What follows belongs to an exercise in optimizing a design on an open flow for small area; a production flow would make more cautious choices. In this exercise RTL edits were held to simulation tests only and were not proved equivalent to the original.

==> flow/design.v <==
`timescale 1ns / 1ps
`default_nettype none
package lrs_pkg;
    localparam int LRS_INDEX_BITS = 32;
    localparam int LRS_COUNT_W    = 48;
    localparam int LRS_UNIT_W     = 16;
    localparam int LRS_TOTAL_W    = 32;
    localparam int LRS_LIMIT_W    = LRS_COUNT_W + 1;
    localparam logic [LRS_UNIT_W-1:0] LRS_UNIT_RESET = LRS_UNIT_W'(100);
    localparam int LRS_POS_W = 6;
endpackage
`default_nettype wire
`timescale 1ns / 1ps
`default_nettype none
import lrs_pkg::*;
module lrs_luby_unit (
    input  wire logic                 clk,
    input  wire logic                 rst_n,
    input  wire logic                 p1,
    input  wire logic                 p2,
    input  wire logic                 pos_first,
    input  wire logic [LRS_POS_W-1:0] pos,
    input  wire logic                 t_bit,
    input  wire logic                 q_upd,
    output logic                      u_hit,
    output logic [3:0]                u_sel
);
    logic [4:0] q_reg;
    logic [6:0] acc_reg;
    logic       cs_reg;
    logic       d_at_e;
    logic       q_bit;
    logic       cs_in;
    logic       s_bit;
    assign q_bit = (pos < LRS_POS_W'(5)) ? q_reg[pos[2:0]] : 1'b0;
    assign cs_in = pos_first ? 1'b0 : cs_reg;
    assign s_bit = t_bit ^ q_bit ^ cs_in;
    assign u_hit = (acc_reg[6:4] == 3'b000);
    assign u_sel = acc_reg[3:0];
    always_ff @(posedge clk)
    begin
        cs_reg <= (t_bit & q_bit) | (t_bit & cs_in) | (q_bit & cs_in);
        if (p1)
        begin
            if (pos_first)
                acc_reg <= {2'b00, q_reg};
            else if (s_bit)
                acc_reg <= acc_reg - 7'd1;
        end
        else if (p2)
            acc_reg <= acc_reg + 7'd1;
        if (p2 && acc_reg == 7'd1)
            d_at_e <= s_bit;
    end
    always_ff @(posedge clk or negedge rst_n)
    begin
        if (!rst_n)
            q_reg <= '0;
        else if (q_upd)
            q_reg <= d_at_e ? q_reg - 5'd1 : q_reg + 5'd1;
    end
endmodule
`default_nettype wire
`timescale 1ns / 1ps
`default_nettype none
import lrs_pkg::*;
module luby_restart_scheduler #(
    parameter int INDEX_BITS = lrs_pkg::LRS_INDEX_BITS
) (
    input  wire logic                              clk,
    input  wire logic                              rst_n,
    input  wire logic                              cfg_wr_en,
    input  wire logic [lrs_pkg::LRS_UNIT_W-1:0]    cfg_wr_data,
    input  wire logic                              in_valid,
    output logic                                   in_ready,
    input  wire logic [lrs_pkg::LRS_COUNT_W-1:0]   conflict_count,
    output logic                                   out_valid,
    input  wire logic                              out_ready,
    output logic                                   restart,
    output logic [lrs_pkg::LRS_TOTAL_W-1:0]        restart_total
);
    localparam logic [2:0] S_INIT = 3'd0;
    localparam logic [2:0] S_IDLE = 3'd1;
    localparam logic [2:0] S_P1   = 3'd2;
    localparam logic [2:0] S_P2   = 3'd3;
    localparam logic [2:0] S_ACC  = 3'd4;
    localparam logic [LRS_POS_W-1:0] POS_LAST = LRS_POS_W'(LRS_LIMIT_W - 1);
    logic [2:0]             state_reg;
    logic [LRS_POS_W-1:0]   pos_reg;
    logic [LRS_UNIT_W-1:0]  unit_reg;
    logic [LRS_LIMIT_W-1:0] limit_ring;
    logic                   limit_zero;
    logic [LRS_TOTAL_W-1:0] total_ring;
    logic                   gt_reg;
    logic                   ca_reg;
    logic                   ci_reg;
    logic                   sat_reg;
    logic                   out_valid_reg;
    logic                   pos_first;
    logic                   pos_last;
    logic                   p1;
    logic                   p2;
    logic                   rot_t;
    logic                   c_bit;
    logic                   l_bit;
    logic                   t_bit;
    logic                   gt_in;
    logic                   gt_next;
    logic                   u_hit;
    logic [3:0]             u_sel;
    logic                   u_bit;
    logic                   ca_in;
    logic                   sum_bit;
    logic                   ci_in;
    logic                   t_ins;
    logic                   l_ins;
    assign pos_first = (pos_reg == '0);
    assign pos_last  = (pos_reg == POS_LAST);
    assign p1        = (state_reg == S_P1);
    assign p2        = (state_reg == S_P2);
    assign rot_t     = (state_reg == S_INIT || p1 || p2) && !pos_reg[5];
    assign c_bit = (pos_reg < LRS_POS_W'(LRS_COUNT_W)) ? conflict_count[pos_reg] : 1'b0;
    assign l_bit = limit_ring[0] & !limit_zero;
    assign t_bit = total_ring[0] & !pos_reg[5];
    assign gt_in   = !pos_first & gt_reg;
    assign gt_next = (c_bit & !l_bit) | (!(c_bit ^ l_bit) & gt_in);
    assign u_bit   = u_hit & unit_reg[u_sel];
    assign ca_in   = !pos_first & ca_reg;
    assign sum_bit = c_bit ^ u_bit ^ ca_in;
    assign ci_in = pos_first ? !sat_reg : ci_reg;
    always_comb
    begin
        if (state_reg == S_INIT)
            t_ins = 1'b0;
        else if (p2)
            t_ins = total_ring[0] ^ ci_in;
        else
            t_ins = total_ring[0];
    end
    assign l_ins = p2 ? sum_bit : limit_ring[0];
    lrs_luby_unit u_luby (
        .clk       (clk),
        .rst_n     (rst_n),
        .p1        (p1),
        .p2        (p2),
        .pos_first (pos_first),
        .pos       (pos_reg),
        .t_bit     (t_bit),
        .q_upd     (p2 && pos_last && !sat_reg),
        .u_hit     (u_hit),
        .u_sel     (u_sel)
    );
    always_ff @(posedge clk or negedge rst_n)
    begin
        if (!rst_n)
        begin
            state_reg     <= S_INIT;
            pos_reg       <= '0;
            unit_reg      <= LRS_UNIT_RESET;
            limit_zero    <= 1'b1;
            out_valid_reg <= 1'b0;
        end
        else
        begin
            pos_reg <= pos_last ? '0 : pos_reg + LRS_POS_W'(1);
            if (cfg_wr_en)
                unit_reg <= cfg_wr_data;
            unique case (state_reg)
                S_INIT:
                    if (pos_last)
                        state_reg <= S_IDLE;
                S_IDLE:
                    if (pos_last && in_valid && !out_valid_reg)
                        state_reg <= S_P1;
                S_P1:
                    if (pos_last)
                        state_reg <= gt_next ? S_P2 : S_ACC;
                S_P2:
                    if (pos_last)
                    begin
                        state_reg  <= S_ACC;
                        limit_zero <= 1'b0;
                    end
                S_ACC:
                    if (in_valid)
                        state_reg <= S_IDLE;
                default:
                    state_reg <= S_INIT;
            endcase
            if (state_reg == S_ACC && in_valid)
                out_valid_reg <= 1'b1;
            else if (out_ready)
                out_valid_reg <= 1'b0;
        end
    end
    always_ff @(posedge clk)
    begin
        limit_ring <= {l_ins, limit_ring[LRS_LIMIT_W-1:1]};
        if (rot_t)
            total_ring <= {t_ins, total_ring[LRS_TOTAL_W-1:1]};
        if (p1)
        begin
            gt_reg <= gt_next;
            if (rot_t)
                sat_reg <= (pos_first | sat_reg) & total_ring[0];
        end
        ca_reg <= (c_bit & u_bit) | (c_bit & ca_in) | (u_bit & ca_in);
        ci_reg <= ci_in & total_ring[0];
    end
    assign in_ready      = (state_reg == S_ACC);
    assign out_valid     = out_valid_reg;
    assign restart       = gt_reg;
    assign restart_total = total_ring;
endmodule
`default_nettype wire
==> flow/config.mk <==
export PLATFORM = sky130hd
export DESIGN_NAME = luby_restart_scheduler
export DESIGN_NICKNAME = luby_restart_scheduler
export VERILOG_FILES = /design/flow/design.v
export SDC_FILE = /design/flow/constraint.sdc
export NUM_CORES = 4
export LEC_CHECK = 0
export CAP_MARGIN = 20
export CORE_MARGIN = 2
export CORE_UTILIZATION = 40
export SLEW_MARGIN = 20
==> flow/constraint.sdc <==
create_clock -name core_clock -period 5.0 [get_ports {clk}]
set_input_delay 1.0000 -clock core_clock [delete_from_list [all_inputs] [get_ports {clk}]]
set_output_delay 1.0000 -clock core_clock [all_outputs]
set_load 0.01 [all_outputs]
run.sh (not shown) runs the stock make flow with config.mk's settings and CLKGATE_MAP_FILE= SYNTH_SCRIPT=/design/flow/synth_recipe.tcl, a recipe that flattens the netlist after the stock synthesis.
Edit:
==> flow/flow/run.sh (new file) <==
#!/bin/bash
# Own layout flow: the standard ORFS flow (standard.sh) with two changes.
#  - Port buffers: buffer_ports inserts the smallest buffer (buf_1) on every
#    input and output port instead of its default pick.
#  - Clock tree: clkbuf_8 buffers only and no dummy loads.
# The full output of the flow goes to standard.log in this folder; ORFS's own
# per-step logs stay under orfs/logs/.
set -euo pipefail
export BUFFER_PORTS_ARGS="-buffer_cell sky130_fd_sc_hd__buf_1"
export CTS_ARGS="-sink_clustering_enable -repair_clock_nets -dont_use_dummy_load -buf_list sky130_fd_sc_hd__clkbuf_8"
bash standard.sh > standard.log 2>&1
==> flow/standard.sh (new file) <==
#!/bin/bash
# synth_recipe.tcl (not shown) runs the flow's synth.tcl, then flattens the netlist and writes it again
# the make line also repeats each setting of config.mk as NAME=value (left out here)
make -C /OpenROAD-flow-scripts/flow DESIGN_CONFIG=/design/flow/config.mk WORK_HOME=/design/flow/orfs CLKGATE_MAP_FILE= SYNTH_SCRIPT=/design/flow/synth_recipe.tcl "${@:-finish}"
removed: flow/run.sh
Fmax grows by 1.1%.
Cell area shrinks by about 14%.
Register-to-register slack improved by 0.03 ns.
Clock-buffer cell count shrinks by 1.
Via count shrinks by about 2.4%.
Synthesized cell count is unchanged.
Synthesized area does not change.

-- separate check: timing with driven ports --
In the flow no input, the clock included, has a driving cell. The finished layouts below were timed again as built, in two steps.
Step 1 sets driving cells, clkbuf_16 on the clock port and buf_2 on the other inputs (assumed; they add their load-dependent delay and slew).
Step 2 adds t to the input delays and takes it off the output delays; t is the mean of the earliest and latest rising clock arrival at the registers after step 1. Input paths then give back, and output paths get back, about the clock's delay inside the block.
a / b / c = ideal ports / drivers / drivers and shift; a / b = the first two.
| run | t, ns | setup WS [ns] | slew at the worst register clock pin (ns) | worst slew at a driven data input, ns | cell pins on the clock port's net |
|---|---|---|---|---|---|
| the first run | 0.442 | 1.941 / 1.941 / 1.600 | 0.06 / 0.06 | 0.04 | 1 |
| the second run | 0.432 | 1.974 / 1.974 / 1.919 | 0.08 / 0.08 | 0.04 | 1 |
After both steps every run listed still meets setup and hold. The setup slack of the first run, which loses most, moves by 0.000 ns with the drivers and by -0.341 ns with both steps.
